This is an optimization exercise on Yosys and OpenROAD, whose aim is small area and a short achievable clock period, not a production implementation.
In this exercise RTL edits were held to simulation tests only and were not proved equivalent to the original.

==> job 2570 <==
==> flow/design.v (excerpt) <==
module dehaze_top #(
    parameter int image_pixels = (512 * 512)
) (
    input  logic         clk,
    input  logic         rst,
    input  logic         in_valid,
    input  logic [215:0] window,
    input  logic [23:0]  light,
    input  logic [47:0]  inv_light,
    output logic [23:0]  pixel_out,
    output logic         out_valid,
    output logic         done
);
    localparam int lat   = 7;
    localparam int cnt_w = $clog2(image_pixels + 1);
    logic [11:0] sa_r2, sb_r2, sa_g2, sb_g2, sa_b2, sb_b2;
    logic [47:0] il2, il3;
    logic [23:0] p2, a2, p3, a3, p4, a4, p5, a5, a6, a7;
    logic [7:0]  mean_r3, mean_g3, mean_b3;
    logic [15:0] il4;
    logic [17:0] il34;
    logic [7:0]  s5;
    logic [15:0] r, r6;
    logic [17:0] r3, r36;
    logic [23:0] d, d6;
    logic [2:0]  up, up6, up7;
    logic [23:0] q, q7;
    logic [23:0] y;
    logic [3:0]  hm0, hm1, hm2, hm3;
    logic [3:0]  hd0_0, hd0_1, hd0_2, hd0_3, hd1_0, hd1_1, hd1_2, hd1_3, hd2_0, hd2_1, hd2_2, hd2_3;
    logic s9r_1, s9r_2;
    logic s9r_3, s9r_4;
    logic s9r_5, s9r_6;
    logic s9r_7, s9r_8;
    logic s9r_9, s9r_10;
    logic s9r_11, s9r_12;
    logic s9r_13, s9r_14;
    logic s9r_15, s9r_16;
    logic s9r_17, s9r_18;
    logic s9r_19, s9r_20;
    logic s9r_21, s9r_22;
    logic s9r_23, s9r_24;
    logic s9r_25, s9r_26;
    logic s9r_27, s9r_28;
    logic s9r_29, s9r_30;
    logic s9r_31, s9r_32;
    logic s9r_33, s9r_34;
    logic s9r_35, s9r_36;
    logic s9r_37, s9r_38;
    logic s9r_39, s9r_40;
    logic s9r_41, s9r_42;
    logic s9r_43, s9r_44;
    logic s9r_45, s9r_46;
    logic s9r_47, s9r_48;
    logic s9r_49, s9r_50;
    logic s9r_51, s9r_52;
    logic s9r_53, s9r_54;
    logic s9r_55, s9r_56;
    logic s9r_57, s9r_58;
    logic s9r_59, s9r_60;
    logic s9r_61, s9r_62;
    logic s9r_63, s9r_64;
    logic s9r_65, s9r_66;
    logic s9r_67, s9r_68;
    logic s9r_69, s9r_70;
    logic s9r_71, s9r_72;
    logic s9r_73, s9r_74;
    logic s9r_75, s9r_76;
    logic s9r_77, s9r_78;
    logic s9r_79, s9r_80;
  ...
==> flow/config.mk <==
export PLATFORM = sky130hd
export DESIGN_NAME = dehaze_top
export DESIGN_NICKNAME = dehaze_top
export VERILOG_FILES = /design/flow/design.v
export SDC_FILE = /design/flow/constraint.sdc
export NUM_CORES = 4
export LEC_CHECK = 0
export ABC_AREA = 1
export CAP_MARGIN = 20
export CORE_MARGIN = 2
export CORE_UTILIZATION = 55
export PLACE_DENSITY = 0.8
export SLEW_MARGIN = 20
==> flow/constraint.sdc <==
create_clock -name core_clock -period 9.0 [get_ports {clk}]
set_input_delay 1.8000 -clock core_clock [delete_from_list [all_inputs] [get_ports {clk}]]
set_output_delay 1.8000 -clock core_clock [all_outputs]
set_load 0.01 [all_outputs]
standard.sh (not shown) runs the stock make flow with config.mk's settings and CLKGATE_MAP_FILE= SYNTH_SCRIPT=/design/flow/synth_recipe.tcl, a recipe that flattens the netlist after the stock synthesis.
==> flow/flow/run.sh <==
#!/bin/bash
# The standard layout (standard.sh) with three changes to how the layout is made:
# 1. Synthesis is the standard flow's script with -noabc added to Yosys's synth command, so its quick ABC
#    pass does not remap the written-out adder trees before extract_fa turns them into full and
#    half adders (fewer inverters). Registers come out with the same count, names and cells.
# 2. Setup repair keeps improving paths until 5.5 ns of slack at the design's 9 ns clock.
# 3. The buffer on every input and output port is buf_1 instead of the default choice.
# The clock, the constraints and all the other steps are the standard ones.
set -euo pipefail
sed 's/yosys synth -nofsm -noshare /yosys synth -nofsm -noshare -noabc /' synth_recipe.tcl > own_synth.tcl
grep -q -- '-noabc' own_synth.tcl
bash standard.sh SYNTH_SCRIPT="$PWD/own_synth.tcl" SETUP_SLACK_MARGIN=5.5 \
    "BUFFER_PORTS_ARGS=-buffer_cell sky130_fd_sc_hd__buf_1" finish > standard_flow.log 2>&1
==> job 8715: changes against job 2570 <==
==> flow/flow/run.sh (replaced) <==
#!/bin/bash
# The standard layout (standard.sh, with config.mk's settings) with two changes to how the
# layout is made:
# 1. Synthesis is the standard flow's script with -noabc added to Yosys's synth command, so its quick ABC
#    pass does not remap the written-out adder trees before extract_fa turns them into full and
#    half adders (fewer inverters). Registers come out with the same count, names and cells.
# 2. The buffer on every input and output port is buf_1 instead of the default choice.
# The clock, the constraints and all the other steps are the standard ones.
set -euo pipefail
sed 's/yosys synth -nofsm -noshare /yosys synth -nofsm -noshare -noabc /' synth_recipe.tcl > own_synth.tcl
grep -q -- '-noabc' own_synth.tcl
bash standard.sh SYNTH_SCRIPT="$PWD/own_synth.tcl" \
    "BUFFER_PORTS_ARGS=-buffer_cell sky130_fd_sc_hd__buf_1" finish > standard_flow.log 2>&1
Settings changed: CORE_UTILIZATION 55 to 50, PLACE_DENSITY 0.8 to 0.7, SETUP_SLACK_MARGIN from default to 5.
==> job 1523: changes against job 2570 <==
--- a/flow/design.v
+++ b/flow/design.v
@@ -75,13 +75,13 @@
     logic [7:0]  mean_r3, mean_g3, mean_b3;
     logic [15:0] il4;
     logic [17:0] il34;
     logic [7:0]  s5;
     logic [15:0] r, r6;
     logic [17:0] r3, r36;
-    logic [23:0] d, d6;
+    logic [23:0] d;
     logic [2:0]  up, up6, up7;
     logic [23:0] q, q7;
     logic [23:0] y;
     logic [3:0]  hm0, hm1, hm2, hm3;
     logic [3:0]  hd0_0, hd0_1, hd0_2, hd0_3, hd1_0, hd1_1, hd1_2, hd1_3, hd2_0, hd2_1, hd2_2, hd2_3;
     logic s9r_1, s9r_2;
@@ -1481,29 +1481,26 @@
         .dout({hm3, hm2, hm1, hm0, il4, il34, p4, a4}));
     pipe_delay #(.width(8+48)) r4 (.clk(clk),
         .din({(|dark_prod[23:16]) ? 8'hFF : dark_prod[15:8], p4, a4}),
         .dout({s5, p5, a5}));
     recip_table rt (.s(s5), .r(r));
     assign r3 = {2'b00, r} + {1'b0, r, 1'b0};
+    logic [47:0] d_digits;
     for (genvar c = 0; c < 3; c++) begin : g_diff
         assign up[c] = p5[8*c +: 8] >= a5[8*c +: 8];
         assign d[8*c +: 8] = up[c] ? (p5[8*c +: 8] - a5[8*c +: 8]) : (a5[8*c +: 8] - p5[8*c +: 8]);
-    end
-    pipe_delay #(.width(16+18+24+3+24)) r5 (.clk(clk),
-        .din({r, r3, d, up, a5}),
-        .dout({r6, r36, d6, up6, a6}));
-    logic [47:0] d_digits;
-    for (genvar c = 0; c < 3; c++) begin : g_digit_c
         for (genvar i = 0; i < 4; i++) begin : g_digit
             for (genvar v = 0; v < 4; v++) begin : g_val
-                assign d_digits[16*c+4*i+v] = d6[8*c+2*i +: 2] == v[1:0];
+                assign d_digits[16*c+4*i+v] = d[8*c+2*i +: 2] == v[1:0];
             end
         end
     end
-    assign {hd2_3, hd2_2, hd2_1, hd2_0, hd1_3, hd1_2, hd1_1, hd1_0,
-            hd0_3, hd0_2, hd0_1, hd0_0} = d_digits;
+    pipe_delay #(.width(16+18+48+3+24)) r5 (.clk(clk),
+        .din({r, r3, d_digits, up, a5}),
+        .dout({r6, r36, hd2_3, hd2_2, hd2_1, hd2_0, hd1_3, hd1_2, hd1_1, hd1_0,
+               hd0_3, hd0_2, hd0_1, hd0_0, up6, a6}));
     assign q[7:0]   = (|xprod0[23:20]) ? 8'hFF : xprod0[19:12];
     assign q[15:8]  = (|xprod1[23:20]) ? 8'hFF : xprod1[19:12];
     assign q[23:16] = (|xprod2[23:20]) ? 8'hFF : xprod2[19:12];
     pipe_delay #(.width(24+3+24)) r6r (.clk(clk),
         .din({q, up6, a6}),
         .dout({q7, up7, a7}));
==> flow/flow/run.sh (replaced) <==
#!/bin/bash
# The standard layout (standard.sh, with config.mk's settings) with three changes to how the
# layout is made:
# 1. Synthesis is the standard flow's script with -noabc added to Yosys's synth command, so its quick ABC
#    pass does not remap the written-out adder trees before extract_fa turns them into full and
#    half adders (fewer inverters). Registers come out with the same count, names and cells.
# 2. The buffer on every input and output port is buf_1 instead of the default choice.
# 3. Setup repair keeps improving paths until 5.4 ns of slack at the design's 9 ns clock.
# The clock, the constraints and all the other steps are the standard ones.
set -euo pipefail
sed 's/yosys synth -nofsm -noshare /yosys synth -nofsm -noshare -noabc /' synth_recipe.tcl > own_synth.tcl
grep -q -- '-noabc' own_synth.tcl
bash standard.sh SYNTH_SCRIPT="$PWD/own_synth.tcl" SETUP_SLACK_MARGIN=5.4 \
    "BUFFER_PORTS_ARGS=-buffer_cell sky130_fd_sc_hd__buf_1" finish > standard_flow.log 2>&1
==> job 3844: changes against job 2570 <==
--- a/flow/design.v
+++ b/flow/design.v
@@ -75,13 +75,13 @@
     logic [7:0]  mean_r3, mean_g3, mean_b3;
     logic [15:0] il4;
     logic [17:0] il34;
     logic [7:0]  s5;
     logic [15:0] r, r6;
     logic [17:0] r3, r36;
-    logic [23:0] d, d6;
+    logic [23:0] d;
     logic [2:0]  up, up6, up7;
     logic [23:0] q, q7;
     logic [23:0] y;
     logic [3:0]  hm0, hm1, hm2, hm3;
     logic [3:0]  hd0_0, hd0_1, hd0_2, hd0_3, hd1_0, hd1_1, hd1_2, hd1_3, hd2_0, hd2_1, hd2_2, hd2_3;
     logic s9r_1, s9r_2;
@@ -1481,29 +1481,26 @@
         .dout({hm3, hm2, hm1, hm0, il4, il34, p4, a4}));
     pipe_delay #(.width(8+48)) r4 (.clk(clk),
         .din({(|dark_prod[23:16]) ? 8'hFF : dark_prod[15:8], p4, a4}),
         .dout({s5, p5, a5}));
     recip_table rt (.s(s5), .r(r));
     assign r3 = {2'b00, r} + {1'b0, r, 1'b0};
+    logic [47:0] d_digits;
     for (genvar c = 0; c < 3; c++) begin : g_diff
         assign up[c] = p5[8*c +: 8] >= a5[8*c +: 8];
         assign d[8*c +: 8] = up[c] ? (p5[8*c +: 8] - a5[8*c +: 8]) : (a5[8*c +: 8] - p5[8*c +: 8]);
-    end
-    pipe_delay #(.width(16+18+24+3+24)) r5 (.clk(clk),
-        .din({r, r3, d, up, a5}),
-        .dout({r6, r36, d6, up6, a6}));
-    logic [47:0] d_digits;
-    for (genvar c = 0; c < 3; c++) begin : g_digit_c
         for (genvar i = 0; i < 4; i++) begin : g_digit
             for (genvar v = 0; v < 4; v++) begin : g_val
-                assign d_digits[16*c+4*i+v] = d6[8*c+2*i +: 2] == v[1:0];
+                assign d_digits[16*c+4*i+v] = d[8*c+2*i +: 2] == v[1:0];
             end
         end
     end
-    assign {hd2_3, hd2_2, hd2_1, hd2_0, hd1_3, hd1_2, hd1_1, hd1_0,
-            hd0_3, hd0_2, hd0_1, hd0_0} = d_digits;
+    pipe_delay #(.width(16+18+48+3+24)) r5 (.clk(clk),
+        .din({r, r3, d_digits, up, a5}),
+        .dout({r6, r36, hd2_3, hd2_2, hd2_1, hd2_0, hd1_3, hd1_2, hd1_1, hd1_0,
+               hd0_3, hd0_2, hd0_1, hd0_0, up6, a6}));
     assign q[7:0]   = (|xprod0[23:20]) ? 8'hFF : xprod0[19:12];
     assign q[15:8]  = (|xprod1[23:20]) ? 8'hFF : xprod1[19:12];
     assign q[23:16] = (|xprod2[23:20]) ? 8'hFF : xprod2[19:12];
     pipe_delay #(.width(24+3+24)) r6r (.clk(clk),
         .din({q, up6, a6}),
         .dout({q7, up7, a7}));
==> flow/flow/run.sh (replaced) <==
#!/bin/bash
# The standard layout (standard.sh, with config.mk's settings) with three changes to how the
# layout is made:
# 1. Synthesis is the standard flow's script with -noabc added to Yosys's synth command, so its quick ABC
#    pass does not remap the written-out adder trees before extract_fa turns them into full and
#    half adders (fewer inverters). Registers come out with the same count, names and cells.
# 2. The buffer on every input and output port is buf_1 instead of the default choice.
# 3. Setup repair keeps improving paths until 5.25 ns of slack at the design's 9 ns clock.
# The clock, the constraints and all the other steps are the standard ones.
set -euo pipefail
sed 's/yosys synth -nofsm -noshare /yosys synth -nofsm -noshare -noabc /' synth_recipe.tcl > own_synth.tcl
grep -q -- '-noabc' own_synth.tcl
bash standard.sh SYNTH_SCRIPT="$PWD/own_synth.tcl" SETUP_SLACK_MARGIN=5.25 \
    "BUFFER_PORTS_ARGS=-buffer_cell sky130_fd_sc_hd__buf_1" finish > standard_flow.log 2>&1
Settings changed: CORE_UTILIZATION 55 to 50, PLACE_DENSITY 0.8 to 0.7.
==> comparison table <==
	job 8715	job 1523	job 3844	job 2570
FF-to-FF setup slack	5.08 ns	5.31 ns	5.35 ns	5.07 ns
CTS sink count	614	626	626	614
Met3 wire length	8.67 mm	10.6 mm	8.91 mm	15.9 mm
Final cell area excluding filler cells	0.0481 sq mm	0.0503 sq mm	0.0487 sq mm	0.0539 sq mm
Simple-Gate Fraction of Synth Area	17.8%	22.6%	22.6%	17.8%
Timing endpoint of the critical path	r5.dout[64]	r5.dout[92]	r5.dout[90]	r6r.dout[43]
Synth Area in Compound Gates	13.0%	9.45%	9.45%	13.0%
Count of vias placed by the detailed router	35900	38100	36800	40900
Layout cells sized above 1	8.45%	12.8%	8.40%	23.6%
Final critical delay including setup and external delays	3.92 ns	3.69 ns	3.65 ns	3.93 ns
First-pass GRT wire length	191 mm	193 mm	189 mm	212 mm
Top routing layer in use	met5	met4	met5	met5
Number of buffers created by CTS	68	67	69	67
Count of fill cells added during filler insertion	7473	6265	7839	5172
Seq/Total Area, Yosys	29.7%	29.2%	29.2%	29.7%
Routed len/inst	18.9 microns	18.4 microns	17.2 microns	23.1 microns
Antenna diode count	1	0	0	1
Routed length on met2	56.9 mm	59.6 mm	56.3 mm	69.7 mm
Maximum fanout along the worst path	11	10	12	9
Clock buffer count in the final layout	87	86	83	84
Largest net degree at the start of global routing	49	43	51	49
Outcome	finished clean	finished clean	finished clean	finished clean
Number of global-route vias before repair	35400	37700	36300	39600
Non-CTS inverters	636	660	660	641
Proportion of synthesized flip-flops having asynchronous set or reset	4.40%	4.31%	4.31%	4.40%

-- afterwards: timing with drivers on the ports --
Ports are ideal in the flow. The routed layouts listed here were re-timed in OpenROAD.
Step 1 (the two cells are an assumption about what drives the block):
set clk [get_ports {clk}]
set_driving_cell -lib_cell sky130_fd_sc_hd__clkbuf_16 $clk
set_driving_cell -lib_cell sky130_fd_sc_hd__buf_2 [delete_from_list [all_inputs] $clk]
Step 2 also shifts input and output timing later by t, the mid clock arrival at the registers, as if the neighbouring blocks saw the same clock.
Slacks: no drivers / after step 1 / after step 2; pairs: no drivers / after step 1.
| run | t (ns) | slack for setup (ns) | pins driven straight from the clock port |
|---|---|---|---|
| job 2570 | 0.718 | 5.072 / 5.072 / 4.882 | 1 |
| job 8715 | 0.683 | 5.081 / 5.081 / 4.784 | 1 |
| job 1523 | 0.674 | 5.314 / 5.314 / 4.964 | 1 |
| job 3844 | 0.708 | 5.353 / 5.353 / 4.952 | 1 |
After both steps setup and hold are still met in every run listed. The setup slack of job 3844, which loses most, moves by 0.000 ns with the drivers and by -0.401 ns with both steps.
